What follows belongs to an exercise in optimizing a design on an open flow for small area, a short achievable clock period and few clock cycles per item; a production flow would make more cautious choices.
Only simulation tests tie the RTL to the original design; equivalence was not proved.
Power figures rest on the tool's default switching activity, not on a simulated workload.

<file path="design/flow/design.v">
`default_nettype none
package trm_pkg;
    localparam logic [7:0] REG_TICKS_PER_SECOND = 8'd0;
    localparam logic [7:0] REG_ZERO_LIMIT       = 8'd1;
    localparam logic [7:0] REG_COUNT_LIMIT      = 8'd2;
    localparam logic [7:0] REG_UNIT_SELECT      = 8'd3;
    localparam logic [9:0]  TPS_RESET        = 10'd2;
    localparam logic [7:0]  ZERO_LIMIT_RESET = 8'd20;
    localparam logic [15:0] COUNT_LIM_RESET  = 16'd1000;
    localparam logic [1:0] UNIT_BYTES = 2'd0;
    localparam logic [1:0] UNIT_KIB   = 2'd1;
    localparam logic [1:0] UNIT_MIB   = 2'd2;
    localparam logic [1:0] UNIT_RESET = UNIT_BYTES;
    localparam int KIB_SHIFT = 10;
    localparam int MIB_SHIFT = 20;
    localparam int MUL_BITS  = 16;
    localparam int MUL_STEPS = 64 / MUL_BITS;
    localparam int MUL_CNT_W = 2;
    localparam int DIV_R4   = 2;
    localparam int DIV_BITS = 2 * DIV_R4;
    localparam int DIV_C0   = 64 / DIV_BITS;
    localparam int DIV_C1   = 56 / DIV_BITS;
    localparam int DIV_C2   = 44 / DIV_BITS;
endpackage
`default_nettype wire
`default_nettype none
module trm_ctrl (
    input  wire               i_clk,
    input  wire               i_rst_n,
    input  wire               i_in_valid,
    input  wire               i_out_stall,
    input  wire  [1:0]        i_unit,
    input  wire               i_div_skip,
    output logic              o_load,
    output logic              o_accept,
    output logic              o_mul,
    output logic              o_fin,
    output logic              o_fsel,
    output logic              o_osel,
    output logic [1:0]        o_div,
    output logic              o_first,
    output logic              o_in_stall,
    output logic              o_out_valid
);
    localparam logic [1:0] W_EMPTY = 2'd0;
    localparam logic [1:0] W_MUL   = 2'd1;
    localparam logic [1:0] W_READY = 2'd2;
    logic [1:0] r_wst;
    logic [trm_pkg::MUL_CNT_W-1:0] r_mcnt;
    logic       r_fsel;      
    logic       r_osel;      
    logic [1:0] r_busy;
    logic [1:0] r_valid;
    logic [4:0] r_dcnt [2];
    logic       r_first;
    logic [4:0] w_steps;
    logic       w_take;
    assign o_fin       = (r_wst == W_READY) && !r_busy[r_fsel] && !r_valid[r_fsel];
    assign o_load      = (r_wst == W_EMPTY) || o_fin;
    assign o_in_stall  = !o_load;
    assign o_accept    = o_load && i_in_valid;
    assign o_mul       = (r_wst == W_MUL);
    assign o_fsel      = r_fsel;
    assign o_osel      = r_osel;
    assign o_div       = r_busy;
    assign o_first     = r_first;
    assign o_out_valid = r_valid[r_osel];
    assign w_take      = r_valid[r_osel] && !i_out_stall;
    always_comb begin
        case (i_unit)
            2'd0:    w_steps = 5'(trm_pkg::DIV_C0);
            2'd1:    w_steps = 5'(trm_pkg::DIV_C1);
            2'd2:    w_steps = 5'(trm_pkg::DIV_C2);
            default: w_steps = 5'd0;
        endcase
        if (i_div_skip) w_steps = 5'd0;
    end
    always_ff @(posedge i_clk) begin
        if (!i_rst_n) begin
            r_wst    <= W_EMPTY;
            r_mcnt   <= '0;
            r_fsel   <= 1'b0;
            r_osel   <= 1'b0;
            r_busy   <= 2'b00;
            r_valid  <= 2'b00;
            r_dcnt[0] <= '0;
            r_dcnt[1] <= '0;
            r_first  <= 1'b1;
        end else begin
            if (o_accept) begin
                r_wst  <= W_MUL;
                r_mcnt <= '0;
            end else if (o_fin) begin
                r_wst  <= W_EMPTY;
            end else if (r_wst == W_MUL) begin
                r_mcnt <= r_mcnt + 1'b1;
                if (r_mcnt == trm_pkg::MUL_STEPS - 1) r_wst <= W_READY;
            end
            for (int s = 0; s < 2; s++) begin
                if (o_fin && r_fsel == s[0]) begin
                    r_dcnt[s]  <= w_steps;
                    r_busy[s]  <= (w_steps != 5'd0);
                    r_valid[s] <= (w_steps == 5'd0);
                end else begin
                    if (r_busy[s]) begin
                        r_dcnt[s] <= r_dcnt[s] - 5'd1;
                        if (r_dcnt[s] == 5'd1) begin
                            r_busy[s]  <= 1'b0;
                            r_valid[s] <= 1'b1;
                        end
                    end
                    if (w_take && r_osel == s[0]) r_valid[s] <= 1'b0;
                end
            end
            if (o_fin) begin
                r_first <= 1'b0;
                r_fsel  <= !r_fsel;
            end
            if (w_take) r_osel <= !r_osel;
        end
    end
endmodule
`default_nettype wire
`default_nettype none
module trm_lane (
    input  wire               i_clk,
    input  wire               i_rst_n,
    input  wire  [9:0]        i_tps,
    input  wire  [7:0]        i_zero_limit,
    input  wire  [15:0]       i_count_limit,
    input  wire  [1:0]        i_unit,
    input  wire               i_first,
    input  wire               i_load,
    input  wire               i_accept,
    input  wire  [63:0]       i_total,
    input  wire               i_mul,
    input  wire               i_fin,
    input  wire               i_fsel,
    input  wire               i_osel,
    input  wire  [1:0]        i_div,
    output logic              o_zero,
    output logic [63:0]       o_speed,
    output logic [63:0]       o_average
);
    localparam int MB = trm_pkg::MUL_BITS;
    localparam int DR = trm_pkg::DIV_R4;
    localparam int KIB_SHIFT_M1 = trm_pkg::KIB_SHIFT - 1;
    localparam int MIB_SHIFT_M1 = trm_pkg::MIB_SHIFT - 1;
    logic [16:0] r_cnt;
    logic [8:0]  r_idle;
    logic [63:0] r_sum;      
    logic [63:0] r_last;
    logic [63:0] r_w;        
    logic [9:0]  r_mcarry;
    logic        r_scarry;
    logic        r_nz;
    logic [63:0] r_speed [2];
    logic [63:0] r_quo   [2];
    logic [15:0] r_rem   [2];
    logic [16:0] r_dv    [2];    
    logic [18:0] r_d3    [2];    
    logic        r_dz    [2];    
    logic [MB+9:0]  w_prod;
    logic [MB:0]    w_sadd;
    assign w_prod = r_w[MB-1:0] * i_tps + {{MB{1'b0}}, r_mcarry};
    assign w_sadd = {1'b0, r_sum[MB-1:0]} + {1'b0, w_prod[MB-1:0]} + {{MB{1'b0}}, r_scarry};
    logic        w_sat;
    logic        w_nz;
    logic [63:0] w_spd;
    logic        w_over;
    logic        w_czero;
    logic [8:0]  w_idle_inc;
    logic        w_wipe;
    logic [63:0] w_sum_new;
    logic [63:0] w_sum_div;
    logic [16:0] w_cnt_new;
    logic        w_dz;
    logic [63:0] w_quo_load;
    assign w_sat      = |r_mcarry;
    assign w_nz       = r_nz | w_sat;
    assign w_spd      = w_sat ? '1 : r_w;
    assign w_over     = r_cnt > {1'b0, i_count_limit};
    assign w_czero    = (r_cnt == 17'd0);
    assign w_idle_inc = r_idle + 9'd1;
    assign w_wipe     = w_idle_inc > {1'b0, i_zero_limit};
    assign w_sum_new  = (w_over || w_czero) ? w_spd : ((w_sat || r_scarry) ? '1 : r_sum);
    assign w_sum_div  = (!i_first && w_nz) ? w_sum_new : r_sum;
    always_comb begin
        w_cnt_new = r_cnt;
        if (!i_first) begin
            if (w_nz)        w_cnt_new = w_over ? 17'd1 : r_cnt + 17'd1;
            else if (w_wipe) w_cnt_new = 17'd0;
        end
    end
    assign w_dz   = (w_cnt_new == 17'd0) || (i_unit == 2'd3);
    assign o_zero = w_dz;
    always_comb begin
        w_quo_load = w_sum_div;
        if (i_unit != 2'd0) w_quo_load[KIB_SHIFT_M1:0]            = '0;
        if (i_unit[1])      w_quo_load[MIB_SHIFT_M1:KIB_SHIFT_M1+1] = '0;
        if (i_unit == 2'd1) w_quo_load = w_quo_load >> 2;
        if (w_dz) w_quo_load = '0;
    end
    logic [15:0] w_rem [2][DR+1];
    logic [63:0] w_quo [2][DR+1];
    always_comb begin
        for (int s = 0; s < 2; s++) begin
            w_rem[s][0] = r_rem[s];
            w_quo[s][0] = r_quo[s];
            for (int i = 0; i < DR; i++) begin
                logic [17:0] x;
                logic [18:0] t1, t2, t3;
                x  = {w_rem[s][i], w_quo[s][i][63:62]};
                t1 = {1'b0, x} - {2'b0, r_dv[s]};
                t2 = {1'b0, x} - {1'b0, r_dv[s], 1'b0};
                t3 = {1'b0, x} - r_d3[s];
                if (!t3[18]) begin
                    w_rem[s][i+1] = t3[15:0];
                    w_quo[s][i+1] = {w_quo[s][i][61:0], 2'd3};
                end else if (!t2[18]) begin
                    w_rem[s][i+1] = t2[15:0];
                    w_quo[s][i+1] = {w_quo[s][i][61:0], 2'd2};
                end else if (!t1[18]) begin
                    w_rem[s][i+1] = t1[15:0];
                    w_quo[s][i+1] = {w_quo[s][i][61:0], 2'd1};
                end else begin
                    w_rem[s][i+1] = x[15:0];
                    w_quo[s][i+1] = {w_quo[s][i][61:0], 2'd0};
                end
            end
        end
    end
    assign o_speed   = i_osel ? r_speed[1] : r_speed[0];
    assign o_average = i_osel ? r_quo[1]   : r_quo[0];
    always_ff @(posedge i_clk) begin
        if (!i_rst_n) begin
            r_cnt  <= 17'd0;
            r_idle <= 9'd0;
        end else if (i_fin && !i_first) begin
            r_cnt <= w_cnt_new;
            if (w_nz)        r_idle <= 9'd0;
            else if (w_wipe) r_idle <= 9'd0;
            else             r_idle <= w_idle_inc;
        end
    end
    always_ff @(posedge i_clk) begin
        if (i_load) begin
            r_w      <= i_total - r_last;
            r_mcarry <= '0;
            r_scarry <= 1'b0;
            r_nz     <= 1'b0;
        end else if (i_mul) begin
            r_w      <= {w_prod[MB-1:0], r_w[63:MB]};
            r_mcarry <= w_prod[MB+9:MB];
            r_scarry <= w_sadd[MB];
            r_nz     <= r_nz | (|w_prod[MB-1:0]);
        end
        if (i_accept) r_last <= i_total;
        if (i_mul) begin
            r_sum  <= {w_sadd[MB-1:0], r_sum[63:MB]};
        end else if (i_fin && !i_first && w_nz) begin
            r_sum  <= w_sum_new;
        end
        for (int s = 0; s < 2; s++) begin
            if (i_fin && i_fsel == s[0]) begin
                r_speed[s] <= i_first ? 64'd0 : w_spd;
                r_quo[s]   <= w_quo_load;
                r_rem[s]   <= 16'd0;
                r_dz[s]    <= w_dz;
                r_dv[s]    <= w_cnt_new;
                r_d3[s]    <= {2'b0, w_cnt_new} + {1'b0, w_cnt_new, 1'b0};
            end else if (i_div[s] && !r_dz[s]) begin
                r_quo[s]   <= w_quo[s][DR];
                r_rem[s]   <= w_rem[s][DR];
            end
        end
    end
endmodule
module trm_datapath (
    input  wire               i_clk,
    input  wire               i_rst_n,
    input  wire               i_cfg_we,
    input  wire  [7:0]        i_cfg_index,
    input  wire  [15:0]       i_cfg_data,
    input  wire  [63:0]       i_rx_total,
    input  wire  [63:0]       i_tx_total,
    input  wire               i_first,
    input  wire               i_load,
    input  wire               i_accept,
    input  wire               i_mul,
    input  wire               i_fin,
    input  wire               i_fsel,
    input  wire               i_osel,
    input  wire  [1:0]        i_div,
    output logic [1:0]        o_unit,
    output logic              o_div_skip,
    output logic              o_speed_valid,
    output logic [63:0]       o_rx_speed,
    output logic [63:0]       o_tx_speed,
    output logic [63:0]       o_rx_average,
    output logic [63:0]       o_tx_average
);
    logic [9:0]  r_tps;
    logic [7:0]  r_zero_limit;
    logic [15:0] r_count_limit;
    logic [1:0]  r_unit;
    logic [1:0]  r_speed_valid;
    logic        w_rx_zero;
    logic        w_tx_zero;
    always_ff @(posedge i_clk) begin
        if (!i_rst_n) begin
            r_tps         <= trm_pkg::TPS_RESET;
            r_zero_limit  <= trm_pkg::ZERO_LIMIT_RESET;
            r_count_limit <= trm_pkg::COUNT_LIM_RESET;
            r_unit        <= trm_pkg::UNIT_RESET;
        end else if (i_cfg_we) begin
            case (i_cfg_index)
                trm_pkg::REG_TICKS_PER_SECOND: r_tps         <= i_cfg_data[9:0];
                trm_pkg::REG_ZERO_LIMIT:       r_zero_limit  <= i_cfg_data[7:0];
                trm_pkg::REG_COUNT_LIMIT:      r_count_limit <= i_cfg_data;
                trm_pkg::REG_UNIT_SELECT:      r_unit        <= i_cfg_data[1:0];
                default:                       r_unit        <= r_unit;
            endcase
        end
    end
    always_ff @(posedge i_clk) begin
        if (i_fin) r_speed_valid[i_fsel] <= !i_first;
    end
    trm_lane u_rx (
        .i_clk         (i_clk),
        .i_rst_n       (i_rst_n),
        .i_tps         (r_tps),
        .i_zero_limit  (r_zero_limit),
        .i_count_limit (r_count_limit),
        .i_unit        (r_unit),
        .i_first       (i_first),
        .i_load        (i_load),
        .i_accept      (i_accept),
        .i_total       (i_rx_total),
        .i_mul         (i_mul),
        .i_fin         (i_fin),
        .i_fsel        (i_fsel),
        .i_osel        (i_osel),
        .i_div         (i_div),
        .o_zero        (w_rx_zero),
        .o_speed       (o_rx_speed),
        .o_average     (o_rx_average)
    );
    trm_lane u_tx (
        .i_clk         (i_clk),
        .i_rst_n       (i_rst_n),
        .i_tps         (r_tps),
        .i_zero_limit  (r_zero_limit),
        .i_count_limit (r_count_limit),
        .i_unit        (r_unit),
        .i_first       (i_first),
        .i_load        (i_load),
        .i_accept      (i_accept),
        .i_total       (i_tx_total),
        .i_mul         (i_mul),
        .i_fin         (i_fin),
        .i_fsel        (i_fsel),
        .i_osel        (i_osel),
        .i_div         (i_div),
        .o_zero        (w_tx_zero),
        .o_speed       (o_tx_speed),
        .o_average     (o_tx_average)
    );
    assign o_unit        = r_unit;
    assign o_div_skip    = w_rx_zero && w_tx_zero;
    assign o_speed_valid = i_osel ? r_speed_valid[1] : r_speed_valid[0];
endmodule
`default_nettype wire
`default_nettype none
module traffic_rate_meter_with_average (
    input  wire               i_clk,
    input  wire               i_rst_n,
    input  wire               i_in_valid,
    output logic              o_in_stall,
    input  wire  [63:0]       i_rx_total,
    input  wire  [63:0]       i_tx_total,
    output logic              o_out_valid,
    input  wire               i_out_stall,
    output logic              o_speed_valid,
    output logic [63:0]       o_rx_speed,
    output logic [63:0]       o_tx_speed,
    output logic [63:0]       o_rx_average,
    output logic [63:0]       o_tx_average,
    input  wire               i_cfg_valid,
    output logic              o_cfg_ready,
    input  wire  [7:0]        i_cfg_index,
    input  wire  [15:0]       i_cfg_data
);
    logic       w_load;
    logic       w_accept;
    logic       w_mul;
    logic       w_fin;
    logic       w_fsel;
    logic       w_osel;
    logic [1:0] w_div;
    logic       w_first;
    logic [1:0] w_unit;
    logic       w_div_skip;
    assign o_cfg_ready = 1'b1;
    trm_ctrl u_ctrl (
        .i_clk       (i_clk),
        .i_rst_n     (i_rst_n),
        .i_in_valid  (i_in_valid),
        .i_out_stall (i_out_stall),
        .i_unit      (w_unit),
        .i_div_skip  (w_div_skip),
        .o_load      (w_load),
        .o_accept    (w_accept),
        .o_mul       (w_mul),
        .o_fin       (w_fin),
        .o_fsel      (w_fsel),
        .o_osel      (w_osel),
        .o_div       (w_div),
        .o_first     (w_first),
        .o_in_stall  (o_in_stall),
        .o_out_valid (o_out_valid)
    );
    trm_datapath u_dp (
        .i_clk         (i_clk),
        .i_rst_n       (i_rst_n),
        .i_cfg_we      (i_cfg_valid),
        .i_cfg_index   (i_cfg_index),
        .i_cfg_data    (i_cfg_data),
        .i_rx_total    (i_rx_total),
        .i_tx_total    (i_tx_total),
        .i_first       (w_first),
        .i_load        (w_load),
        .i_accept      (w_accept),
        .i_mul         (w_mul),
        .i_fin         (w_fin),
        .i_fsel        (w_fsel),
        .i_osel        (w_osel),
        .i_div         (w_div),
        .o_unit        (w_unit),
        .o_div_skip    (w_div_skip),
        .o_speed_valid (o_speed_valid),
        .o_rx_speed    (o_rx_speed),
        .o_tx_speed    (o_tx_speed),
        .o_rx_average  (o_rx_average),
        .o_tx_average  (o_tx_average)
    );
endmodule
`default_nettype wire
</file>
<file path="design/flow/run.sh">
#!/bin/bash
# synth_recipe.tcl (not shown) runs the flow's synth.tcl, then flattens the netlist and writes it again
# the make line also repeats each setting of config.mk as NAME=value (left out here)
make -C /OpenROAD-flow-scripts/flow DESIGN_CONFIG=/design/flow/config.mk WORK_HOME=/design/flow/orfs CLKGATE_MAP_FILE= SYNTH_SCRIPT=/design/flow/synth_recipe.tcl finish
</file>
<file path="design/flow/config.mk">
export PLATFORM = sky130hd
export DESIGN_NAME = traffic_rate_meter_with_average
export DESIGN_NICKNAME = traffic_rate_meter_with_average
export VERILOG_FILES = /design/flow/design.v
export SDC_FILE = /design/flow/constraint.sdc
export NUM_CORES = 4
export LEC_CHECK = 0
export ABC_CLOCK_PERIOD_IN_PS = 5500
export CAP_MARGIN = 20
export CORE_MARGIN = 2
export CORE_UTILIZATION = 40
export SETUP_SLACK_MARGIN = 4.5
export SLEW_MARGIN = 20
</file>
<file path="design/flow/constraint.sdc">
create_clock -name core_clock -period 10.5 [get_ports {i_clk}]
set_input_delay 2.1000 -clock core_clock [delete_from_list [all_inputs] [get_ports {i_clk}]]
set_output_delay 2.1000 -clock core_clock [all_outputs]
set_load 0.01 [all_outputs]
</file>
==> flow_summary.html, run 1 <==
<table>
<tr><th>Metric</th><th>Value</th></tr>
<tr><th colspan="2">Status</th></tr>
<tr><td>Result of the run</td><td>timing/DRC/antenna clean</td></tr>
<tr><th colspan="2">Yosys</th></tr>
<tr><td>Combinational family with the most area after synthesis</td><td>compound AO/OA/AOI/OAI gates</td></tr>
<tr><td>Ys flop type</td><td>sky130_fd_sc_hd__edfxtp_1</td></tr>
<tr><td>Number of nets in the synthesized netlist</td><td>11600</td></tr>
<tr><td>Area fraction in and, or, nand and nor cells after synthesis</td><td>14.3%</td></tr>
<tr><td>Count of warnings emitted by yosys</td><td>12</td></tr>
<tr><td>Synth Area per Inst</td><td>9.33 um^2</td></tr>
<tr><td>Complex-gate fraction of the synthesized area</td><td>between 10% and 20%</td></tr>
<tr><td>Number of enable-type register cells in the synthesized netlist</td><td>1042</td></tr>
<tr><td>Main area contributors after synthesis</td><td>sky130_fd_sc_hd__edfxtp_1 (32%), sky130_fd_sc_hd__ha_1 (11%), sky130_fd_sc_hd__fa_1 (5.6%), sky130_fd_sc_hd__o21ai_0 (4.1%), sky130_fd_sc_hd__dfxtp_1 (4.1%)</td></tr>
<tr><td>Number of distinct standard cells referenced by the synthesized netlist</td><td>~110</td></tr>
<tr><td>Cell type contributing the most total cell area after synthesis</td><td>sky130_fd_sc_hd__edfxtp_1</td></tr>
<tr><td>Xor and xnor area share after synthesis</td><td>4.47%</td></tr>
<tr><td>Number of synthesized register bits</td><td>1239</td></tr>
<tr><td>Synthesized instance count</td><td>10400</td></tr>
<tr><td>Async S/R FF share, synth</td><td>0%</td></tr>
<tr><td>Cell Area, Synth</td><td>96900 um^2</td></tr>
<tr><td>Share of synthesized cell area in full adder, half adder and majority cells</td><td>16.3%</td></tr>
<tr><td>Fraction of the yosys area taken by sequential cells</td><td>36.4%</td></tr>
<tr><td>Multiplexer area fraction after synthesis</td><td>4.71%</td></tr>
<tr><td>Post-synth top area share</td><td>between 30% and 40%</td></tr>
<tr><th colspan="2">Placed design</th></tr>
<tr><td>Post-placement cell area</td><td>104000 um^2</td></tr>
<tr><td>HPWL after detailed placement</td><td>249000 um</td></tr>
<tr><td>Number of buffer cells added on primary ports</td><td>slightly above 400</td></tr>
<tr><td>Routability-driven placement congestion ratio</td><td>about 0.96</td></tr>
<tr><td>Number of instances in the placed design</td><td>about 14000</td></tr>
<tr><th colspan="2">Timing</th></tr>
<tr><td>Final setup violation count</td><td>0</td></tr>
<tr><td>Slew Limit Fails</td><td>0</td></tr>
<tr><td>Crit path time final</td><td>6.20 ns</td></tr>
<tr><td>Final worst-path cycle share</td><td>about three fifths</td></tr>
<tr><td>Sum of negative setup slack</td><td>0 ns</td></tr>
<tr><td>Clock Skew</td><td>0.0463 ns</td></tr>
<tr><td>RSZ-0062 raised after global routing</td><td>yes</td></tr>
<tr><td>Worst rel slew slack</td><td>between 20% and 30%</td></tr>
<tr><td>Final Hold Violating Endpoints</td><td>0</td></tr>
<tr><td>FMAX</td><td>approximately 160 MHz</td></tr>
<tr><td>Transition time of the tightest slew-check pin</td><td>1.13 ns</td></tr>
<tr><th colspan="2">Finish</th></tr>
<tr><td>Final design instance area without fill</td><td>114000 um^2</td></tr>
<tr><td>Commonest cells after routing, fill and taps aside</td><td>sky130_fd_sc_hd__edfxtp_1 (1042), sky130_fd_sc_hd__nand2_1 (997), sky130_fd_sc_hd__nor2_1 (887)</td></tr>
<tr><td>Fraction of final layout cells with drive strength greater than 1</td><td>12.9%</td></tr>
<tr><td>Fraction of the core area covered by cells at the end of the flow</td><td>47.3%</td></tr>
<tr><td>Most common cell after layout, fill and taps aside</td><td>sky130_fd_sc_hd__edfxtp_1</td></tr>
<tr><td>Total number of nets in the final design</td><td>12100</td></tr>
<tr><td>Finished Layout Cells</td><td>14200</td></tr>
<tr><td>Area added between synthesis and finish</td><td>17.5%</td></tr>
<tr><th colspan="2">Power and ir drop</th></tr>
<tr><td>Lkg Pwr</td><td>0.0467 uW</td></tr>
<tr><td>PwrDens</td><td>129 nW/um^2</td></tr>
<tr><td>VDD IR max</td><td>around 0.13 mV</td></tr>
<tr><th colspan="2">Floorplanning</th></tr>
<tr><td>Height of the die</td><td>496 um</td></tr>
<tr><td>Chip Width</td><td>496 um</td></tr>
<tr><td>Std cell rows</td><td>180</td></tr>
<tr><td>Number of placed I/O pins</td><td>417</td></tr>
<tr><td>Effective utilization at floorplan</td><td>40.2%</td></tr>
<tr><td>Core region area</td><td>241000 um^2</td></tr>
<tr><td>Area enclosed by the die boundary</td><td>246000 um^2</td></tr>
<tr><th colspan="2">Routing</th></tr>
<tr><td>Antenna-violating nets left</td><td>0</td></tr>
<tr><td>Detail-routed net length per standard cell</td><td>about 24 um</td></tr>
<tr><td>Number of detailed-route iterations in the first pass</td><td>7</td></tr>
<tr><td>Routed vias</td><td>83300</td></tr>
<tr><td>Total length of routed wires</td><td>342000 um</td></tr>
<tr><td>Drt drc</td><td>0</td></tr>
<tr><td>Post-DR vias/cell</td><td>slightly below 6</td></tr>
<tr><td>Iteration-0 DRC count of the detailed router</td><td>8598</td></tr>
<tr><th colspan="2">Critical path</th></tr>
<tr><td>Dominant cell type by count on the critical path</td><td>sky130_fd_sc_hd__fa_1</td></tr>
<tr><td>Longest individual stage delay on the worst path</td><td>approximately 0.55 ns</td></tr>
<tr><td>Crit start category</td><td>flop</td></tr>
<tr><td>Worst Path Max Fanout</td><td>6</td></tr>
<tr><td>Crit path required time</td><td>11.07 ns</td></tr>
<tr><td>Arrival time of data at the critical path endpoint</td><td>6.78 ns</td></tr>
<tr><td>Cell with the largest stage delay on the worst path</td><td>sky130_fd_sc_hd__fa_2</td></tr>
<tr><td>Type of the worst setup path</td><td>flop to flop</td></tr>
<tr><td>Kind of end point of the critical path</td><td>flop</td></tr>
<tr><td>Cell breakdown of the critical path</td><td>buf_6, nand2_1, fa_1, inv_1, ha_4, inv_2, fa_1, inv_1, fa_2, fa_1, ha_2, or3_4, a2111o_1, a311oi_2, o21bai_1, a21oi_2, xor2_2, inv_2, ha_4, or3_4, nor3_4, nor3_2</td></tr>
<tr><th colspan="2">Global routing</th></tr>
<tr><td>Total Routing Usage GR</td><td>26.8%</td></tr>
<tr><td>Number of global-route vias before repair</td><td>roughly 80000</td></tr>
<tr><td>Wire length of the first global-routing pass</td><td>504000 um</td></tr>
<tr><td>Antenna violations before repair</td><td>28</td></tr>
<tr><td>Maximum number of pins on one net before global-route repair</td><td>99</td></tr>
<tr><td>Total congestion overflow</td><td>0</td></tr>
<tr><th colspan="2">Clocking</th></tr>
<tr><td>Post-CTS clock slew at the launch and capture registers of the worst setup and hold paths</td><td>0.07 ns</td></tr>
<tr><td>Clock network latency to the later pin of the worst-skew pair</td><td>~0.85 ns</td></tr>
<tr><td>Library cell used as clock root buffer</td><td>sky130_fd_sc_hd__clkbuf_16</td></tr>
<tr><td>Number of buffers created by CTS</td><td>144</td></tr>
<tr><td>Hold-fix buffer count after cts</td><td>0</td></tr>
<tr><td>Maximum level of the CTS H-tree</td><td>4</td></tr>
<tr><td>Clk buf depth</td><td>3</td></tr>
<tr><td>TritonCTS clock tree</td><td>yes</td></tr>
<tr><td>Sinks on the clock net</td><td>1239</td></tr>
<tr><th colspan="2">Worst hold path</th></tr>
<tr><td>Min-Delay Path Class</td><td>flop to flop</td></tr>
<tr><th colspan="2">Flow run</th></tr>
<tr><td>Number of max-capacitance violations reported</td><td>0</td></tr>
</table>
[worst max-delay path, delay by kind of cell, from the launching register on]
kind,cells,cell delay (ns)
compound gates,4,1.06
xor+xnor,1,0.25
fa+ha+maj,7,2.72
buf+inv,5,0.42
flops,1,0.51
simple gates,5,0.98
[final cells by class]
type,count,area (um^2)
diodes,12,30.0
clock buffers,171,3810
clock inverters,95,931
fillers,22500,127000
inverters,840,3220
multi-input cells,7847,58900
flip-flops and latches,1239,35300
well taps,3185,3990
repair buffers,816,7660
[cells by family after synthesis]
family,count (synthesis)
AND/OR/NAND/NOR,3017
AO/OA/AOI/OAI,2822
buffers and inverters,1302
flip-flops,1239
adder cells (fa/ha/maj),1096
XOR/XNOR,494
multiplexers,417
other,1
[through the flow]
step | total power, uW | hold slack, ns | setup slack (ns)
floorplan | 7940 | 0.432 | 4.39
global placement | 9090 | 0.439 | 2.92
detailed placement | 9120 | 0.445 | 2.70
CTS | 14500 | 0.454 | 4.29
global route | 15200 | 0.482 | 4.17
finish | 14700 | 0.452 | 4.30
[registers in the layout, indices dropped and copies added (netlist names), 16 cells and up, named ones only]
| name | flops |
|---|---|
| u_dp.u_tx.r_d3 | 36 |
| u_dp.u_tx.r_dv | 34 |
| u_dp.u_tx.r_last | 64 |
| u_dp.u_rx.r_dv | 34 |
| u_dp.u_tx.r_sum | 64 |
| u_dp.u_rx.r_d3 | 36 |
| u_dp.u_rx.r_w | 64 |
| u_dp.u_tx.r_cnt | 17 |
| u_dp.u_tx.r_speed | 128 |
| u_dp.u_rx.r_sum | 64 |
| u_dp.u_rx.r_cnt | 17 |
| u_dp.u_tx.r_rem | 32 |
| u_dp.r_count_limit | 16 |
| u_dp.u_rx.r_rem | 32 |
| u_dp.u_rx.r_quo | 128 |
| u_dp.u_rx.r_speed | 128 |
| u_dp.u_tx.r_w | 64 |
| u_dp.u_tx.r_quo | 128 |
| u_dp.u_rx.r_last | 64 |
[power breakdown]
group          total (uW)  switching (uW)  internal [uW]  leakage (uW)
sequential           6120             489           5640        0.0110
combinational        3460            2060           1400        0.0334
clock                5120            2270           2850       0.00229
total               14700            4810           9890        0.0467
[repair_timing]
action,in CTS,in global routing
gates cloned,8,2
gates resized for setup,275,295
setup buffers,145,136
pin swaps,104,159
endpoints found under the hold margin,0,0
setup endpoints to repair,249,128
[routing by layer]
| layer | wire, um | GRT usage (%) |
|---|---|---|
| met5 | 0 | 0 |
| met4 | 17000 | 12.2 |
| met3 | 23700 | 3.59 |
| met2 | 156000 | 42.6 |
| met1 | 145000 | 36.3 |
[final timing paths]
check	start	endpoint	slack [ns]	cells past startpoint
max	u_dp.u_rx.r_w[3]	u_dp.u_rx.r_sum[63]	4.30	22
min	u_dp.r_count_limit[2]	u_dp.r_count_limit[2]	0.45	2
max reg2reg	u_dp.u_rx.r_w[3]	u_dp.u_rx.r_sum[63]	4.30	22
min reg2reg	u_dp.r_count_limit[2]	u_dp.r_count_limit[2]	0.45	2
[synthesized netlist by cell type, types with 33 or more instances]
library cell / number
sky130_fd_sc_hd__or2_2: 33
sky130_fd_sc_hd__o21a_1: 143
sky130_fd_sc_hd__nor4_1: 36
sky130_fd_sc_hd__mux2_2: 305
sky130_fd_sc_hd__xor2_1: 199
sky130_fd_sc_hd__o21ai_0: 791
sky130_fd_sc_hd__nor3_1: 167
sky130_fd_sc_hd__buf_1: 35
sky130_fd_sc_hd__nand2_1: 1013
sky130_fd_sc_hd__o22a_1: 52
sky130_fd_sc_hd__and2_1: 165
sky130_fd_sc_hd__nor2b_1: 96
sky130_fd_sc_hd__dfxtp_1: 197
sky130_fd_sc_hd__a21oi_1: 642
sky130_fd_sc_hd__o21bai_1: 63
sky130_fd_sc_hd__nand2b_1: 73
sky130_fd_sc_hd__a211oi_1: 84
sky130_fd_sc_hd__clkbuf_1: 396
sky130_fd_sc_hd__fa_1: 272
sky130_fd_sc_hd__ha_1: 824
sky130_fd_sc_hd__or3_1: 158
sky130_fd_sc_hd__a31oi_1: 59
sky130_fd_sc_hd__and3_1: 61
sky130_fd_sc_hd__inv_1: 834
sky130_fd_sc_hd__o22ai_1: 103
sky130_fd_sc_hd__mux2i_1: 110
sky130_fd_sc_hd__nor2_1: 907
sky130_fd_sc_hd__nand4_1: 50
sky130_fd_sc_hd__nand3_1: 147
sky130_fd_sc_hd__a21boi_0: 40
sky130_fd_sc_hd__edfxtp_1: 1042
sky130_fd_sc_hd__a21o_1: 204
sky130_fd_sc_hd__xnor2_1: 295
sky130_fd_sc_hd__o211ai_1: 71
sky130_fd_sc_hd__o31ai_1: 122
sky130_fd_sc_hd__a22oi_1: 53
Testbench counts, summed over its fixed seeds: cycles 9,455, items 1,200.
==> run 2: changes to the inputs <==
--- a/design/flow/design.v
+++ b/design/flow/design.v
@@ -17,3 +17,3 @@
     localparam int MUL_STEPS = 64 / MUL_BITS;
-    localparam int MUL_CNT_W = 2;
+    localparam int MUL_CNT_W = 3;
     localparam int DIV_R4   = 2;
@@ -36,2 +36,4 @@
     output logic              o_mul,
+    output logic              o_mfirst,
+    output logic              o_mlast,
     output logic              o_fin,
@@ -57,7 +59,11 @@
     logic       w_take;
-    assign o_fin       = (r_wst == W_READY) && !r_busy[r_fsel] && !r_valid[r_fsel];
+    logic       w_fin_reg;
+    assign w_fin_reg   = (r_wst == W_READY) && !r_busy[r_fsel] && !r_valid[r_fsel];
+    assign o_fin       = w_fin_reg || ((r_wst == W_READY) && w_take && (r_osel == r_fsel));
     assign o_load      = (r_wst == W_EMPTY) || o_fin;
-    assign o_in_stall  = !o_load;
-    assign o_accept    = o_load && i_in_valid;
+    assign o_in_stall  = !((r_wst == W_EMPTY) || w_fin_reg);
+    assign o_accept    = !o_in_stall && i_in_valid;
     assign o_mul       = (r_wst == W_MUL);
+    assign o_mfirst    = (r_mcnt == '0);
+    assign o_mlast     = (r_mcnt == trm_pkg::MUL_STEPS);
     assign o_fsel      = r_fsel;
@@ -96,3 +102,3 @@
                 r_mcnt <= r_mcnt + 1'b1;
-                if (r_mcnt == trm_pkg::MUL_STEPS - 1) r_wst <= W_READY;
+                if (r_mcnt == trm_pkg::MUL_STEPS) r_wst <= W_READY;
             end
@@ -136,2 +142,4 @@
     input  wire               i_mul,
+    input  wire               i_mfirst,
+    input  wire               i_mlast,
     input  wire               i_fin,
@@ -153,2 +161,4 @@
     logic [63:0] r_w;        
+    logic [MB-1:0] r_d;      
+    logic        r_borrow;
     logic [9:0]  r_mcarry;
@@ -164,3 +174,5 @@
     logic [MB:0]    w_sadd;
-    assign w_prod = r_w[MB-1:0] * i_tps + {{MB{1'b0}}, r_mcarry};
+    logic [MB:0]    w_diff;
+    assign w_diff = {1'b0, r_w[MB-1:0]} - {1'b0, r_last[MB-1:0]} - {{MB{1'b0}}, r_borrow};
+    assign w_prod = r_d * i_tps + {{MB{1'b0}}, r_mcarry};
     assign w_sadd = {1'b0, r_sum[MB-1:0]} + {1'b0, w_prod[MB-1:0]} + {{MB{1'b0}}, r_scarry};
@@ -247,3 +259,4 @@
         if (i_load) begin
-            r_w      <= i_total - r_last;
+            r_w      <= i_total;
+            r_borrow <= 1'b0;
             r_mcarry <= '0;
@@ -253,2 +266,9 @@
             r_w      <= {w_prod[MB-1:0], r_w[63:MB]};
+        end
+        if (i_mul && !i_mlast) begin
+            r_d      <= w_diff[MB-1:0];
+            r_borrow <= w_diff[MB];
+            r_last   <= {r_w[MB-1:0], r_last[63:MB]};
+        end
+        if (i_mul && !i_mfirst) begin
             r_mcarry <= w_prod[MB+9:MB];
@@ -256,8 +276,5 @@
             r_nz     <= r_nz | (|w_prod[MB-1:0]);
-        end
-        if (i_accept) r_last <= i_total;
-        if (i_mul) begin
-            r_sum  <= {w_sadd[MB-1:0], r_sum[63:MB]};
+            r_sum    <= {w_sadd[MB-1:0], r_sum[63:MB]};
         end else if (i_fin && !i_first && w_nz) begin
-            r_sum  <= w_sum_new;
+            r_sum    <= w_sum_new;
         end
@@ -290,2 +307,4 @@
     input  wire               i_mul,
+    input  wire               i_mfirst,
+    input  wire               i_mlast,
     input  wire               i_fin,
@@ -340,2 +359,4 @@
         .i_mul         (i_mul),
+        .i_mfirst      (i_mfirst),
+        .i_mlast       (i_mlast),
         .i_fin         (i_fin),
@@ -360,2 +381,4 @@
         .i_mul         (i_mul),
+        .i_mfirst      (i_mfirst),
+        .i_mlast       (i_mlast),
         .i_fin         (i_fin),
@@ -394,2 +417,4 @@
     logic       w_load;
+    logic       w_mfirst;
+    logic       w_mlast;
     logic       w_accept;
@@ -414,2 +439,4 @@
         .o_mul       (w_mul),
+        .o_mfirst    (w_mfirst),
+        .o_mlast     (w_mlast),
         .o_fin       (w_fin),
@@ -434,2 +461,4 @@
         .i_mul         (w_mul),
+        .i_mfirst      (w_mfirst),
+        .i_mlast       (w_mlast),
         .i_fin         (w_fin),
==> flow_summary.html, run 2 <==
<table>
<tr><th>Metric</th><th>Value</th></tr>
<tr><th colspan="2">Critical path</th></tr>
<tr><td>Worst Path Buf+Inv</td><td>6</td></tr>
<tr><td>Kind of end point of the critical path</td><td>flop</td></tr>
<tr><td>Dominant cell type by count on the critical path</td><td>sky130_fd_sc_hd__fa_1</td></tr>
<tr><td>RR Startpoint</td><td>u_dp.u_tx.r_d[3]</td></tr>
<tr><td>Largest delay share family, worst path</td><td>adder cells</td></tr>
<tr><td>Instance count on the critical path</td><td>24</td></tr>
<tr><td>Worst Path Max Fanout</td><td>4</td></tr>
<tr><td>Timing startpoint of the critical path</td><td>u_dp.u_tx.r_d[3]</td></tr>
<tr><td>Worst r2r dst</td><td>u_dp.u_tx.r_sum[63]</td></tr>
<tr><td>Flop2flop setup slack</td><td>roughly 4.4 ns</td></tr>
<tr><td>Capturing element of the worst setup path</td><td>u_dp.u_tx.r_sum[63]</td></tr>
<tr><td>Reg2Reg Depth</td><td>24</td></tr>
<tr><td>Arrival time of data at the critical path endpoint</td><td>about 6.6 ns</td></tr>
<tr><td>Crit start category</td><td>flop</td></tr>
<tr><td>Type of the worst setup path</td><td>flop to flop</td></tr>
<tr><td>Longest individual stage delay on the worst path</td><td>0.55 ns</td></tr>
<tr><td>Cell breakdown of the critical path</td><td>buf_6, and2_4, fa_1, inv_2, fa_1, inv_2, fa_1, fa_1, inv_1, fa_1, inv_2, ha_4, a2111oi_4, nor2_2, xnor2_2, inv_2, ha_4, nor3_2, o211ai_1, nand2_1, o2111ai_2, a21oi_2, xor2_1, a22oi_1</td></tr>
<tr><td>Crit path required time</td><td>11.07 ns</td></tr>
<tr><td>Cell with the largest stage delay on the worst path</td><td>sky130_fd_sc_hd__fa_1</td></tr>
<tr><th colspan="2">Clocking</th></tr>
<tr><td>Maximum level of the CTS H-tree</td><td>4</td></tr>
<tr><td>Clock network latency to the later pin of the worst-skew pair</td><td>0.85 ns</td></tr>
<tr><td>Number of buffers created by CTS</td><td>roughly 150</td></tr>
<tr><td>Library cell used as clock root buffer</td><td>sky130_fd_sc_hd__clkbuf_16</td></tr>
<tr><td>Sinks on the clock net</td><td>1274</td></tr>
<tr><td>Hold-fix buffer count after cts</td><td>0</td></tr>
<tr><td>TritonCTS clock tree</td><td>yes</td></tr>
<tr><td>Post-CTS clock slew at the launch and capture registers of the worst setup and hold paths</td><td>about 0.06 ns</td></tr>
<tr><td>Clk buf depth</td><td>3</td></tr>
<tr><th colspan="2">Finish</th></tr>
<tr><td>Total number of nets in the final design</td><td>11100</td></tr>
<tr><td>Area added between synthesis and finish</td><td>18.3%</td></tr>
<tr><td>Commonest cells after routing, fill and taps aside</td><td>sky130_fd_sc_hd__edfxtp_1 (1100), sky130_fd_sc_hd__nor2_1 (803), sky130_fd_sc_hd__inv_1 (750)</td></tr>
<tr><td>Fraction of final layout cells with drive strength greater than 1</td><td>15.0%</td></tr>
<tr><td>Fill cells</td><td>21200</td></tr>
<tr><td>Most common cell after layout, fill and taps aside</td><td>sky130_fd_sc_hd__edfxtp_1</td></tr>
<tr><th colspan="2">Yosys</th></tr>
<tr><td>Number of synthesized register bits</td><td>1274</td></tr>
<tr><td>Number of nets in the synthesized netlist</td><td>10600</td></tr>
<tr><td>Number of distinct standard cells referenced by the synthesized netlist</td><td>106</td></tr>
<tr><td>Main area contributors after synthesis</td><td>sky130_fd_sc_hd__edfxtp_1 (36%), sky130_fd_sc_hd__ha_1 (10%), sky130_fd_sc_hd__fa_1 (5.9%), sky130_fd_sc_hd__mux2_2 (5.3%), sky130_fd_sc_hd__o21ai_0 (3.8%)</td></tr>
<tr><td>Async S/R FF share, synth</td><td>0%</td></tr>
<tr><td>Ys flop type</td><td>sky130_fd_sc_hd__edfxtp_1</td></tr>
<tr><td>Cell Area, Synth</td><td>93000 um^2</td></tr>
<tr><td>Number of enable-type register cells in the synthesized netlist</td><td>1100</td></tr>
<tr><td>Count of warnings emitted by yosys</td><td>12</td></tr>
<tr><td>Synthesized instance count</td><td>9425</td></tr>
<tr><td>Post-synth top area share</td><td>35.5%</td></tr>
<tr><td>Most frequent cells after synthesis</td><td>sky130_fd_sc_hd__edfxtp_1 (1100), sky130_fd_sc_hd__nor2_1 (827), sky130_fd_sc_hd__inv_1 (787), sky130_fd_sc_hd__ha_1 (759), sky130_fd_sc_hd__nand2_1 (727)</td></tr>
<tr><td>Cell type contributing the most total cell area after synthesis</td><td>sky130_fd_sc_hd__edfxtp_1</td></tr>
<tr><td>Cell with the most instances after synthesis</td><td>sky130_fd_sc_hd__edfxtp_1</td></tr>
<tr><td>Fraction of the yosys area taken by sequential cells</td><td>about 40%</td></tr>
<tr><td>Synth Area per Inst</td><td>between 9 and 10 um^2</td></tr>
<tr><th colspan="2">Global routing</th></tr>
<tr><td>Number of global-route vias before repair</td><td>75500</td></tr>
<tr><td>Wire length of the first global-routing pass</td><td>484000 um</td></tr>
<tr><td>Antenna violations before repair</td><td>38</td></tr>
<tr><td>Maximum number of pins on one net before global-route repair</td><td>144</td></tr>
<tr><td>Total Routing Usage GR</td><td>27.0%</td></tr>
<tr><td>Total congestion overflow</td><td>0</td></tr>
<tr><th colspan="2">Power and ir drop</th></tr>
<tr><td>VDD IR max</td><td>0.177 mV</td></tr>
<tr><td>Lkg Pwr</td><td>0.0445 uW</td></tr>
<tr><td>PwrDens</td><td>~120 nW/um^2</td></tr>
<tr><th colspan="2">Floorplanning</th></tr>
<tr><td>Std cell rows</td><td>about 180</td></tr>
<tr><td>Area enclosed by the die boundary</td><td>~240000 um^2</td></tr>
<tr><td>Chip Width</td><td>486 um</td></tr>
<tr><td>Height of the die</td><td>486 um</td></tr>
<tr><td>Effective utilization at floorplan</td><td>just over 40%</td></tr>
<tr><td>Core region area</td><td>231000 um^2</td></tr>
<tr><td>Number of placed I/O pins</td><td>about 420</td></tr>
<tr><th colspan="2">Routing</th></tr>
<tr><td>Number of detailed-route iterations in the first pass</td><td>6</td></tr>
<tr><td>Iteration-0 DRC count of the detailed router</td><td>7673</td></tr>
<tr><td>Antenna-violating nets left</td><td>0</td></tr>
<tr><td>Post-DR vias/cell</td><td>5.90</td></tr>
<tr><td>Total length of routed wires</td><td>331000 um</td></tr>
<tr><td>Drt drc</td><td>0</td></tr>
<tr><td>Detail-routed net length per standard cell</td><td>25.3 um</td></tr>
<tr><td>Routed vias</td><td>77200</td></tr>
<tr><th colspan="2">Timing</th></tr>
<tr><td>Clock Skew</td><td>between 0.04 and 0.05 ns</td></tr>
<tr><td>Worst rel slew slack</td><td>15.9%</td></tr>
<tr><td>Sum of negative setup slack</td><td>0 ns</td></tr>
<tr><td>Crit path time final</td><td>6.05 ns</td></tr>
<tr><td>Worst Hold Margin</td><td>0.405 ns</td></tr>
<tr><td>Transition time of the tightest slew-check pin</td><td>approximately 1.2 ns</td></tr>
<tr><td>FMAX</td><td>165 MHz</td></tr>
<tr><td>RSZ-0062 raised after global routing</td><td>yes</td></tr>
<tr><td>Final worst-path cycle share</td><td>between 50% and 60%</td></tr>
<tr><td>Final Hold Violating Endpoints</td><td>0</td></tr>
<tr><td>Setup WS post-layout</td><td>4.45 ns</td></tr>
<tr><td>Final setup violation count</td><td>0</td></tr>
<tr><td>Slew Limit Fails</td><td>0</td></tr>
<tr><th colspan="2">Placed design</th></tr>
<tr><td>HPWL after detailed placement</td><td>about 240000 um</td></tr>
<tr><td>Setup slack after placement</td><td>around 2.7 ns</td></tr>
<tr><td>Routability-driven placement congestion ratio</td><td>0.956</td></tr>
<tr><td>Number of buffer cells added on primary ports</td><td>415</td></tr>
<tr><th colspan="2">Worst hold path</th></tr>
<tr><td>Min-Delay Path Class</td><td>flop to flop</td></tr>
<tr><td>Launch instance of the worst min-delay path</td><td>u_dp.u_tx.r_last[16]</td></tr>
<tr><th colspan="2">Status</th></tr>
<tr><td>Result of the run</td><td>timing/DRC/antenna clean</td></tr>
<tr><th colspan="2">Flow run</th></tr>
<tr><td>Number of max-capacitance violations reported</td><td>0</td></tr>
</table>
==> run 2: changes by cell type in the layout (fill, tap and decap cells not counted), moves of 42 or more <==
cell,delta
sky130_fd_sc_hd__a21o_1,-68
sky130_fd_sc_hd__a21oi_1,-120
sky130_fd_sc_hd__buf_4,-48
sky130_fd_sc_hd__edfxtp_1,+58
sky130_fd_sc_hd__ha_1,-63
sky130_fd_sc_hd__inv_1,-42
sky130_fd_sc_hd__mux2_2,+135
sky130_fd_sc_hd__nand2_1,-290
sky130_fd_sc_hd__nor2_1,-84
sky130_fd_sc_hd__o21ai_0,-62
sky130_fd_sc_hd__o31ai_1,-89
sky130_fd_sc_hd__xnor2_1,-46
==> run 2: metrics by stage <==
| stage | area [um^2] | cells | total power [uW] | utilization, % |
|---|---|---|---|---|
| global placement | 100000 | 12500 | 7440 | 43.5 |
| finish | 110000 | 13100 | 13100 | 47.7 |
| floorplan | 93000 | 9425 | 6870 | - |
| CTS | 107000 | 12900 | 13000 | 46.6 |
| global route | 110000 | 13100 | 13500 | 47.7 |
| detailed placement | 100000 | 12500 | 7470 | 43.5 |
==> run 2: worst min-delay path by stage <==
stage	endpoint	slack, ns	depth (start not counted)
3_3_place_gp	u_dp.u_rx.r_last[46]	0.40	0
4_1_cts	u_dp.u_tx.r_last[0]	0.41	0
6_report	u_dp.u_tx.r_last[0]	0.40	0
3_5_place_dp	u_dp.u_rx.r_last[28]	0.40	0
5_1_grt	u_dp.u_rx.r_last[33]	0.42	0
2_1_floorplan	u_dp.u_rx.r_last[0]	0.40	0
==> run 2: logic make-up (layout without fill, tap and decap cells) <==
group / Yosys count / in the layout / share of synthesized area [%]
other cells: 1 / 20 / 0.00403
compound gates: 2411 / 2411 / 16.6
xor+xnor: 409 / 409 / 3.85
fa+ha+maj: 1033 / 1033 / 16.1
simple gates: 2546 / 2547 / 12.8
flops: 1274 / 1274 / 39.3
mux: 541 / 541 / 6.42
buf+inv: 1210 / 1825 / 4.93
==> run 2: area by class of cell <==
class	count	area [um^2]	share of cell area, %
Sequential cell	1274	36600	33.2
Clock inverter	85	926	0.842
Antenna cell	19	47.5	0.0432
Tap cell	3026	3790	3.44
Timing Repair Buffer	766	7140	6.49
Inverter	789	3000	2.73
Multi-Input combinational cell	6942	54600	49.6
Clock buffer	185	4000	3.63
==> run 2: power by group <==
group	total [uW]	leakage [uW]	internal (uW)	switching [uW]
Combinational	1870	0.0304	834	1040
Sequential	5910	0.0117	5640	267
Clock	5350	0.00240	3050	2300
Total	13100	0.0445	9520	3600
==> run 2: what timing repair did <==
| item | CTS | global route |
|---|---|---|
| gates resized for setup | 273 | 326 |
| pin swaps | 73 | 160 |
| gates cloned | 4 | 2 |
| setup buffers | 116 | 127 |
| setup endpoints to repair | 263 | 199 |
==> run 2: per-layer routing <==
metal	GRT usage [%]	vias up	wire length, um
met5	0	-	66
met2	43.3	3025	153000
met4	11.8	12	15800
li1	-	35000	-
met1	36.1	38400	139000
met3	3.96	649	22500
Testbench counts of run 2, summed over its fixed seeds: cycles 9,030, items 1,200.
==> run 3: changes to the inputs <==
--- a/design/flow/design.v
+++ b/design/flow/design.v
@@ -63,4 +63,4 @@
     assign o_load      = (r_wst == W_EMPTY) || o_fin;
-    assign o_in_stall  = !((r_wst == W_EMPTY) || w_fin_reg);
-    assign o_accept    = !o_in_stall && i_in_valid;
+    assign o_in_stall  = !o_load;
+    assign o_accept    = o_load && i_in_valid;
     assign o_mul       = (r_wst == W_MUL);
==> flow_summary.html, run 3 <==
<table>
<tr><th>Metric</th><th>Value</th></tr>
<tr><th colspan="2">Status</th></tr>
<tr><td>Result of the run</td><td>timing/DRC/antenna clean</td></tr>
<tr><th colspan="2">Clocking</th></tr>
<tr><td>Number of buffers created by CTS</td><td>144</td></tr>
<tr><td>Post-CTS clock slew at the launch and capture registers of the worst setup and hold paths</td><td>0.06 ns</td></tr>
<tr><td>Clk buf depth</td><td>3</td></tr>
<tr><td>Clock network latency to the later pin of the worst-skew pair</td><td>0.86 ns</td></tr>
<tr><td>Sinks on the clock net</td><td>around 1300</td></tr>
<tr><td>TritonCTS clock tree</td><td>yes</td></tr>
<tr><td>Library cell used as clock root buffer</td><td>sky130_fd_sc_hd__clkbuf_16</td></tr>
<tr><td>Maximum level of the CTS H-tree</td><td>4</td></tr>
<tr><td>Hold-fix buffer count after cts</td><td>0</td></tr>
<tr><th colspan="2">Floorplanning</th></tr>
<tr><td>Chip Width</td><td>roughly 490 um</td></tr>
<tr><td>Area enclosed by the die boundary</td><td>between 200000 and 250000 um^2</td></tr>
<tr><td>Number of placed I/O pins</td><td>417</td></tr>
<tr><td>Std cell rows</td><td>177</td></tr>
<tr><td>Effective utilization at floorplan</td><td>40.2%</td></tr>
<tr><td>Core region area</td><td>232000 um^2</td></tr>
<tr><td>Height of the die</td><td>about 490 um</td></tr>
<tr><th colspan="2">Routing</th></tr>
<tr><td>Number of detailed-route iterations in the first pass</td><td>8</td></tr>
<tr><td>Iteration-0 DRC count of the detailed router</td><td>7585</td></tr>
<tr><td>Total length of routed wires</td><td>343000 um</td></tr>
<tr><td>Post-DR vias/cell</td><td>approximately 6</td></tr>
<tr><td>Drt drc</td><td>0</td></tr>
<tr><td>Detail-routed net length per standard cell</td><td>25.4 um</td></tr>
<tr><td>Antenna-violating nets left</td><td>0</td></tr>
<tr><td>Routed vias</td><td>approximately 80000</td></tr>
<tr><th colspan="2">Yosys</th></tr>
<tr><td>Multiplexer area fraction after synthesis</td><td>4.88%</td></tr>
<tr><td>Complex-gate fraction of the synthesized area</td><td>16.6%</td></tr>
<tr><td>Area fraction in and, or, nand and nor cells after synthesis</td><td>around 14%</td></tr>
<tr><td>Async S/R FF share, synth</td><td>0%</td></tr>
<tr><td>Number of nets in the synthesized netlist</td><td>11000</td></tr>
<tr><td>Combinational family with the most area after synthesis</td><td>compound AO/OA/AOI/OAI gates</td></tr>
<tr><td>Cell type contributing the most total cell area after synthesis</td><td>sky130_fd_sc_hd__edfxtp_1</td></tr>
<tr><td>Cell Area, Synth</td><td>approximately 93000 um^2</td></tr>
<tr><td>Count of warnings emitted by yosys</td><td>12</td></tr>
<tr><td>Ys flop type</td><td>sky130_fd_sc_hd__edfxtp_1</td></tr>
<tr><td>Number of distinct standard cells referenced by the synthesized netlist</td><td>109</td></tr>
<tr><td>Number of synthesized register bits</td><td>1274</td></tr>
<tr><td>Cell with the most instances after synthesis</td><td>sky130_fd_sc_hd__nand2_1</td></tr>
<tr><td>Post-synth top area share</td><td>approximately 35%</td></tr>
<tr><td>Synth Area per Inst</td><td>9.51 um^2</td></tr>
<tr><td>Fraction of the yosys area taken by sequential cells</td><td>39.1%</td></tr>
<tr><td>Xor and xnor area share after synthesis</td><td>3.92%</td></tr>
<tr><td>Number of enable-type register cells in the synthesized netlist</td><td>1100</td></tr>
<tr><td>Synthesized instance count</td><td>9826</td></tr>
<tr><td>Share of synthesized cell area in full adder, half adder and majority cells</td><td>16.0%</td></tr>
<tr><td>Main area contributors after synthesis</td><td>sky130_fd_sc_hd__edfxtp_1 (35%), sky130_fd_sc_hd__ha_1 (10%), sky130_fd_sc_hd__fa_1 (5.9%), sky130_fd_sc_hd__nand2_1 (4.6%), sky130_fd_sc_hd__o21ai_0 (4.1%)</td></tr>
<tr><td>Most frequent cells after synthesis</td><td>sky130_fd_sc_hd__nand2_1 (1149), sky130_fd_sc_hd__edfxtp_1 (1100), sky130_fd_sc_hd__nor2_1 (864), sky130_fd_sc_hd__inv_1 (791), sky130_fd_sc_hd__ha_1 (759)</td></tr>
<tr><th colspan="2">Timing</th></tr>
<tr><td>Worst rel slew slack</td><td>16.1%</td></tr>
<tr><td>Final setup violation count</td><td>0</td></tr>
<tr><td>Sum of negative setup slack</td><td>0 ns</td></tr>
<tr><td>Setup WS post-layout</td><td>4.37 ns</td></tr>
<tr><td>Final worst-path cycle share</td><td>between 50 and 60%</td></tr>
<tr><td>Final Hold Violating Endpoints</td><td>0</td></tr>
<tr><td>RSZ-0062 raised after global routing</td><td>yes</td></tr>
<tr><td>Transition time of the tightest slew-check pin</td><td>~1.2 ns</td></tr>
<tr><td>Clock Skew</td><td>roughly 0.085 ns</td></tr>
<tr><td>Slew Limit Fails</td><td>0</td></tr>
<tr><td>FMAX</td><td>around 160 MHz</td></tr>
<tr><td>Crit path time final</td><td>6.13 ns</td></tr>
<tr><th colspan="2">Placed design</th></tr>
<tr><td>Number of instances in the placed design</td><td>13000</td></tr>
<tr><td>Routability-driven placement congestion ratio</td><td>0.969</td></tr>
<tr><td>Number of buffer cells added on primary ports</td><td>415</td></tr>
<tr><td>HPWL after detailed placement</td><td>between 200000 and 300000 um</td></tr>
<tr><td>Setup slack after placement</td><td>approximately 3.4 ns</td></tr>
<tr><th colspan="2">Critical path</th></tr>
<tr><td>Worst Path Max Fanout</td><td>6</td></tr>
<tr><td>Crit start category</td><td>flop</td></tr>
<tr><td>Arrival time of data at the critical path endpoint</td><td>6.69 ns</td></tr>
<tr><td>Kind of end point of the critical path</td><td>flop</td></tr>
<tr><td>Dominant cell type by count on the critical path</td><td>sky130_fd_sc_hd__fa_1</td></tr>
<tr><td>Type of the worst setup path</td><td>flop to flop</td></tr>
<tr><td>Crit path required time</td><td>approximately 11 ns</td></tr>
<tr><td>Longest individual stage delay on the worst path</td><td>0.56 ns</td></tr>
<tr><td>Cell with the largest stage delay on the worst path</td><td>sky130_fd_sc_hd__fa_1</td></tr>
<tr><td>Cell breakdown of the critical path</td><td>buf_6, and2_1, fa_1, inv_1, fa_1, inv_1, fa_1, fa_1, inv_1, fa_1, inv_1, ha_4, a21oi_2, o21ai_4, a21o_1, a21oi_2, xnor2_2, ha_4, and3_1, a211o_1, a21oi_2, xor2_1, a22oi_1</td></tr>
<tr><th colspan="2">Global routing</th></tr>
<tr><td>Antenna violations before repair</td><td>31</td></tr>
<tr><td>Number of global-route vias before repair</td><td>77000</td></tr>
<tr><td>Total Routing Usage GR</td><td>roughly 28%</td></tr>
<tr><td>Total congestion overflow</td><td>0</td></tr>
<tr><td>Wire length of the first global-routing pass</td><td>497000 um</td></tr>
<tr><td>Maximum number of pins on one net before global-route repair</td><td>about 150</td></tr>
<tr><th colspan="2">Power and ir drop</th></tr>
<tr><td>Lkg Pwr</td><td>0.0454 uW</td></tr>
<tr><td>PwrDens</td><td>246 nW/um^2</td></tr>
<tr><td>Clock network fraction of total power</td><td>19.5%</td></tr>
<tr><td>Switching pwr</td><td>roughly 12000 uW</td></tr>
<tr><td>Internal power</td><td>15400 uW</td></tr>
<tr><td>Switching portion of total power</td><td>between 40 and 50%</td></tr>
<tr><td>VDD IR max</td><td>roughly 0.27 mV</td></tr>
<tr><td>Power share of the sequential group</td><td>between 20% and 30%</td></tr>
<tr><td>Part of the total power dissipated in combinational logic</td><td>between 50 and 60%</td></tr>
<tr><th colspan="2">Flow run</th></tr>
<tr><td>Number of max-capacitance violations reported</td><td>0</td></tr>
<tr><th colspan="2">Finish</th></tr>
<tr><td>Fraction of final layout cells with drive strength greater than 1</td><td>12.7%</td></tr>
<tr><td>Commonest cells after routing, fill and taps aside</td><td>sky130_fd_sc_hd__nand2_1 (1131), sky130_fd_sc_hd__edfxtp_1 (1100), sky130_fd_sc_hd__nor2_1 (843)</td></tr>
<tr><td>Area added between synthesis and finish</td><td>18.3%</td></tr>
<tr><td>Fill cells</td><td>21500</td></tr>
<tr><td>Finished Layout Cells</td><td>13500</td></tr>
<tr><td>Total number of nets in the final design</td><td>roughly 11000</td></tr>
<tr><td>Most common cell after layout, fill and taps aside</td><td>sky130_fd_sc_hd__nand2_1</td></tr>
<tr><th colspan="2">Worst hold path</th></tr>
<tr><td>Min-Delay Path Class</td><td>flop to flop</td></tr>
</table>
## run 3: power by group through the flow
stage / clock network, uW / logic (uW) / registers [uW]
floorplan: 0 / 9480 / 6410
global placement: 0 / 12500 / 6900
detailed placement: 0 / 12700 / 6910
CTS: 5370 / 13700 / 6770
global route: 5550 / 16300 / 6790
finish: 5310 / 15100 / 6790
## run 3: logic make-up (layout without fill, tap and decap cells)
logic type	Yosys count	after routing
simple gates	2984	2984
buf+inv	1244	1836
compound gates	2452	2454
fa+ha+maj	1033	1033
xor+xnor	418	418
other cells	1	7
mux	420	420
flops	1274	1274
## run 3: area by class of cell
type                    instances  area, um^2  area share, %
repair buffers                776        7450           6.74
diodes                          6        15.0         0.0136
well taps                    3043        3810           3.45
clock buffers                 179        3770           3.42
clock inverters                86        1150           1.04
flip-flops and latches       1274       36500           33.1
multi-input cells            7310       54700           49.5
inverters                     795        3030           2.75
## run 3: stage by stage
step           util, %  cell area [um^2]  hold WS [ns]  power, uW
2_1_floorplan        -             93500         0.400      15900
3_3_place_gp      43.4            101000         0.401      19400
3_5_place_dp      43.4            101000         0.405      19600
4_1_cts           46.5            108000         0.395      25800
5_1_grt           47.6            110000         0.414      28700
6_report          47.6            110000         0.381      27200
## run 3: final timing paths
path                        startpoint                  end  slack [ns]  depth (start not counted)
setup reg to reg      u_dp.u_rx.r_d[3]  u_dp.u_rx.r_sum[63]        4.37                         23
setup / recovery      u_dp.u_rx.r_d[3]  u_dp.u_rx.r_sum[63]        4.37                         23
hold / removal    u_dp.u_rx.r_last[22]  u_dp.u_rx.r_last[6]        0.38                          0
hold reg to reg   u_dp.u_rx.r_last[22]  u_dp.u_rx.r_last[6]        0.38                          0
## run 3: what timing repair did
item                       4_1_cts  5_1_grt
pin swaps                       68      160
resized for setup              239      343
setup buffers                  110      120
setup endpoints to repair      350      243
cloned                          10        2
## run 3: routing by layer
| layer | share of wire, % | vias to the layer above | GRT usage [%] |
|---|---|---|---|
| met5 | 0.053 | - | 0 |
| met4 | 5.6 | 26 | 13.4 |
| met3 | 7.8 | 720 | 4.52 |
| met2 | 46 | 3460 | 45.2 |
| met1 | 40 | 39100 | 36.0 |
| li1 | - | 36000 | - |
## run 3: critical path: cells and delay by family, from the launching register on
kind | cells | cell delay (ns)
simple gates | 2 | 0.33
compound gates | 7 | 1.22
fa+ha+maj | 7 | 3.01
xor+xnor | 2 | 0.35
buf+inv | 5 | 0.41
flops | 1 | 0.50
Testbench counts of run 3, summed over its fixed seeds: cycles 8,879, items 1,200.
==> run 4: changes to the inputs <==
--- a/design/flow/config.mk
+++ b/design/flow/config.mk
@@ -10,3 +10,4 @@
 export CORE_MARGIN = 2
-export CORE_UTILIZATION = 40
+export CORE_UTILIZATION = 55
+export PLACE_DENSITY = 0.68
 export SETUP_SLACK_MARGIN = 4.5
==> flow_summary.html, run 4 <==
<table>
<tr><th>Metric</th><th>Value</th></tr>
<tr><th colspan="2">Global routing</th></tr>
<tr><td>Number of global-route vias before repair</td><td>~77000</td></tr>
<tr><td>Wire length of the first global-routing pass</td><td>between 400000 and 500000 um</td></tr>
<tr><td>Total congestion overflow</td><td>0</td></tr>
<tr><td>Total Routing Usage GR</td><td>35.5%</td></tr>
<tr><td>Maximum number of pins on one net before global-route repair</td><td>142</td></tr>
<tr><th colspan="2">Status</th></tr>
<tr><td>Result of the run</td><td>timing/DRC/antenna clean</td></tr>
<tr><th colspan="2">Floorplanning</th></tr>
<tr><td>Core region area</td><td>169000 um^2</td></tr>
<tr><td>Height of the die</td><td>416 um</td></tr>
<tr><td>Number of placed I/O pins</td><td>417</td></tr>
<tr><td>Chip Width</td><td>416 um</td></tr>
<tr><td>Effective utilization at floorplan</td><td>a little under three fifths</td></tr>
<tr><td>Std cell rows</td><td>151</td></tr>
<tr><td>Area enclosed by the die boundary</td><td>approximately 170000 um^2</td></tr>
<tr><th colspan="2">Critical path</th></tr>
<tr><td>Type of the worst setup path</td><td>flop to flop</td></tr>
<tr><td>Timing startpoint of the critical path</td><td>u_dp.r_tps[1]</td></tr>
<tr><td>Worst Path Max Fanout</td><td>4</td></tr>
<tr><td>Crit path required time</td><td>around 11 ns</td></tr>
<tr><td>Longest individual stage delay on the worst path</td><td>0.54 ns</td></tr>
<tr><td>Kind of end point of the critical path</td><td>flop</td></tr>
<tr><td>Arrival time of data at the critical path endpoint</td><td>6.59 ns</td></tr>
<tr><td>Crit start category</td><td>flop</td></tr>
<tr><td>RR Startpoint</td><td>u_dp.r_tps[1]</td></tr>
<tr><td>Dominant cell type by count on the critical path</td><td>sky130_fd_sc_hd__fa_1</td></tr>
<tr><th colspan="2">Timing</th></tr>
<tr><td>Final Hold Violating Endpoints</td><td>0</td></tr>
<tr><td>Final setup violation count</td><td>0</td></tr>
<tr><td>Sum of negative setup slack</td><td>0 ns</td></tr>
<tr><td>Clock Skew</td><td>0.0636 ns</td></tr>
<tr><td>Final worst-path cycle share</td><td>57.5%</td></tr>
<tr><td>Crit path time final</td><td>about 6 ns</td></tr>
<tr><td>Worst Hold Margin</td><td>0.385 ns</td></tr>
<tr><td>Worst rel slew slack</td><td>25.4%</td></tr>
<tr><th colspan="2">Routing</th></tr>
<tr><td>Detail-routed net length per standard cell</td><td>25.3 um</td></tr>
<tr><td>Number of detailed-route iterations in the first pass</td><td>8</td></tr>
<tr><td>Antenna-violating nets left</td><td>0</td></tr>
<tr><td>Total length of routed wires</td><td>320000 um</td></tr>
<tr><td>Routed vias</td><td>roughly 79000</td></tr>
<tr><th colspan="2">Yosys</th></tr>
<tr><td>Number of distinct standard cells referenced by the synthesized netlist</td><td>approximately 110</td></tr>
<tr><td>Number of enable-type register cells in the synthesized netlist</td><td>1100</td></tr>
<tr><td>Ys flop type</td><td>sky130_fd_sc_hd__edfxtp_1</td></tr>
<tr><td>Cell with the most instances after synthesis</td><td>sky130_fd_sc_hd__nand2_1</td></tr>
<tr><td>Synth Area per Inst</td><td>9.51 um^2</td></tr>
<tr><td>Number of nets in the synthesized netlist</td><td>11000</td></tr>
<tr><td>Share of synthesized cell area in full adder, half adder and majority cells</td><td>roughly 16%</td></tr>
<tr><td>Combinational family with the most area after synthesis</td><td>compound AO/OA/AOI/OAI gates</td></tr>
<tr><td>Count of warnings emitted by yosys</td><td>12</td></tr>
<tr><td>Number of synthesized register bits</td><td>roughly 1300</td></tr>
<tr><td>Fraction of the yosys area taken by sequential cells</td><td>39.1%</td></tr>
<tr><td>Cell type contributing the most total cell area after synthesis</td><td>sky130_fd_sc_hd__edfxtp_1</td></tr>
<tr><td>Main area contributors after synthesis</td><td>sky130_fd_sc_hd__edfxtp_1 (35%), sky130_fd_sc_hd__ha_1 (10%), sky130_fd_sc_hd__fa_1 (5.9%), sky130_fd_sc_hd__nand2_1 (4.6%), sky130_fd_sc_hd__o21ai_0 (4.1%)</td></tr>
<tr><th colspan="2">Clocking</th></tr>
<tr><td>Post-CTS clock slew at the launch and capture registers of the worst setup and hold paths</td><td>0.06 ns</td></tr>
<tr><td>Number of buffers created by CTS</td><td>145</td></tr>
<tr><td>TritonCTS clock tree</td><td>yes</td></tr>
<tr><td>Library cell used as clock root buffer</td><td>sky130_fd_sc_hd__clkbuf_16</td></tr>
<tr><td>Hold-fix buffer count after cts</td><td>0</td></tr>
<tr><td>Sinks on the clock net</td><td>~1300</td></tr>
<tr><td>Maximum level of the CTS H-tree</td><td>4</td></tr>
<tr><td>Clk buf depth</td><td>3</td></tr>
<tr><th colspan="2">Placed design</th></tr>
<tr><td>HPWL after detailed placement</td><td>231000 um</td></tr>
<tr><td>Routability-driven placement congestion ratio</td><td>0.982</td></tr>
<tr><td>Post-placement cell area</td><td>99700 um^2</td></tr>
<tr><td>Number of instances in the placed design</td><td>12100</td></tr>
<tr><td>Number of buffer cells added on primary ports</td><td>415</td></tr>
<tr><th colspan="2">Worst hold path</th></tr>
<tr><td>Launch instance of the worst min-delay path</td><td>u_dp.u_tx.r_last[53]</td></tr>
<tr><td>Min-Delay Path Class</td><td>flop to flop</td></tr>
<tr><th colspan="2">Power and ir drop</th></tr>
<tr><td>PwrDens</td><td>242 nW/um^2</td></tr>
<tr><td>Lkg Pwr</td><td>0.0452 uW</td></tr>
<tr><th colspan="2">Finish</th></tr>
<tr><td>Final design instance area without fill</td><td>109000 um^2</td></tr>
<tr><td>Fraction of the core area covered by cells at the end of the flow</td><td>around 64%</td></tr>
<tr><td>Most common cell after layout, fill and taps aside</td><td>sky130_fd_sc_hd__nand2_1</td></tr>
<tr><td>Total number of nets in the final design</td><td>11500</td></tr>
<tr><td>Fraction of final layout cells with drive strength greater than 1</td><td>12.2%</td></tr>
</table>
-- run 4: per-stage QoR --
step / setup slack, ns / total power [uW]
4_1_cts: 4.39 / 25200
3_5_place_dp: 3.25 / 19400
6_report: 4.46 / 26400
5_1_grt: 4.29 / 27900
3_3_place_gp: 3.45 / 19200
2_1_floorplan: 3.91 / 15900
-- run 4: final cells by class --
| class | instances | area (um^2) |
|---|---|---|
| inverter | 795 | 3030 |
| clock inverter | 82 | 883 |
| fill | 13800 | 60200 |
| timing repair buffer | 762 | 7320 |
| antenna | 23 | 57.6 |
| clock buffer | 184 | 3910 |
| multi-input combinational | 7309 | 54400 |
| sequential | 1274 | 36500 |
| tap | 2218 | 2780 |
-- run 4: cell families after synthesis --
family,count (synthesis)
AO/OA/AOI/OAI,2452
other,1
flip-flops,1274
XOR/XNOR,418
multiplexers,420
buffers and inverters,1244
adder cells (fa/ha/maj),1033
AND/OR/NAND/NOR,2984
-- run 4: path summary, 6_finish.rpt --
| kind | to | slack [ns] | cells after the start |
|---|---|---|---|
| min reg2reg | u_dp.u_tx.r_last[37] | 0.39 | 0 |
| max reg2reg | u_dp.u_tx.r_sum[63] | 4.46 | 28 |
| min | u_dp.u_tx.r_last[37] | 0.39 | 0 |
| max | u_dp.u_tx.r_sum[63] | 4.46 | 28 |
-- run 4: report_power, final --
part / internal, uW / leakage [uW] / switching, uW / total [uW]
Clock: 2900 / 0.00234 / 2260 / 5160
Combinational: 6100 / 0.0312 / 8370 / 14500
Sequential: 6070 / 0.0116 / 697 / 6770
-- run 4: timing repair --
action	4_1_cts	5_1_grt
resized for setup	210	308
setup endpoints to repair	264	147
cloned	6	7
pin swaps	58	171
buffers inserted	91	129
-- run 4: worst max-delay path: cells and delay by family, from the launching register on --
family / cells / cell delay, ns
buf+inv: 9 / 0.67
xor+xnor: 1 / 0.16
flops: 1 / 0.37
compound gates: 6 / 0.78
simple gates: 5 / 0.83
fa+ha+maj: 7 / 2.98
-- run 4: per-layer routing --
metal  share of wire (%)  GRT usage [%]  routed length (um)
met5               0.012              0                  37
met2                  46           56.1              146000
met3                 8.1           6.04               26000
met4                 7.0           21.3               22400
met1                  39           45.9              125000

Check on run 4: ideal ports give 4.463 ns setup slack; a clkbuf_16 on the clock port and buf_2 on the inputs give 4.463 ns; moving port delays by the midpoint clock arrival (0.893 ns) as well gives 4.393 ns.
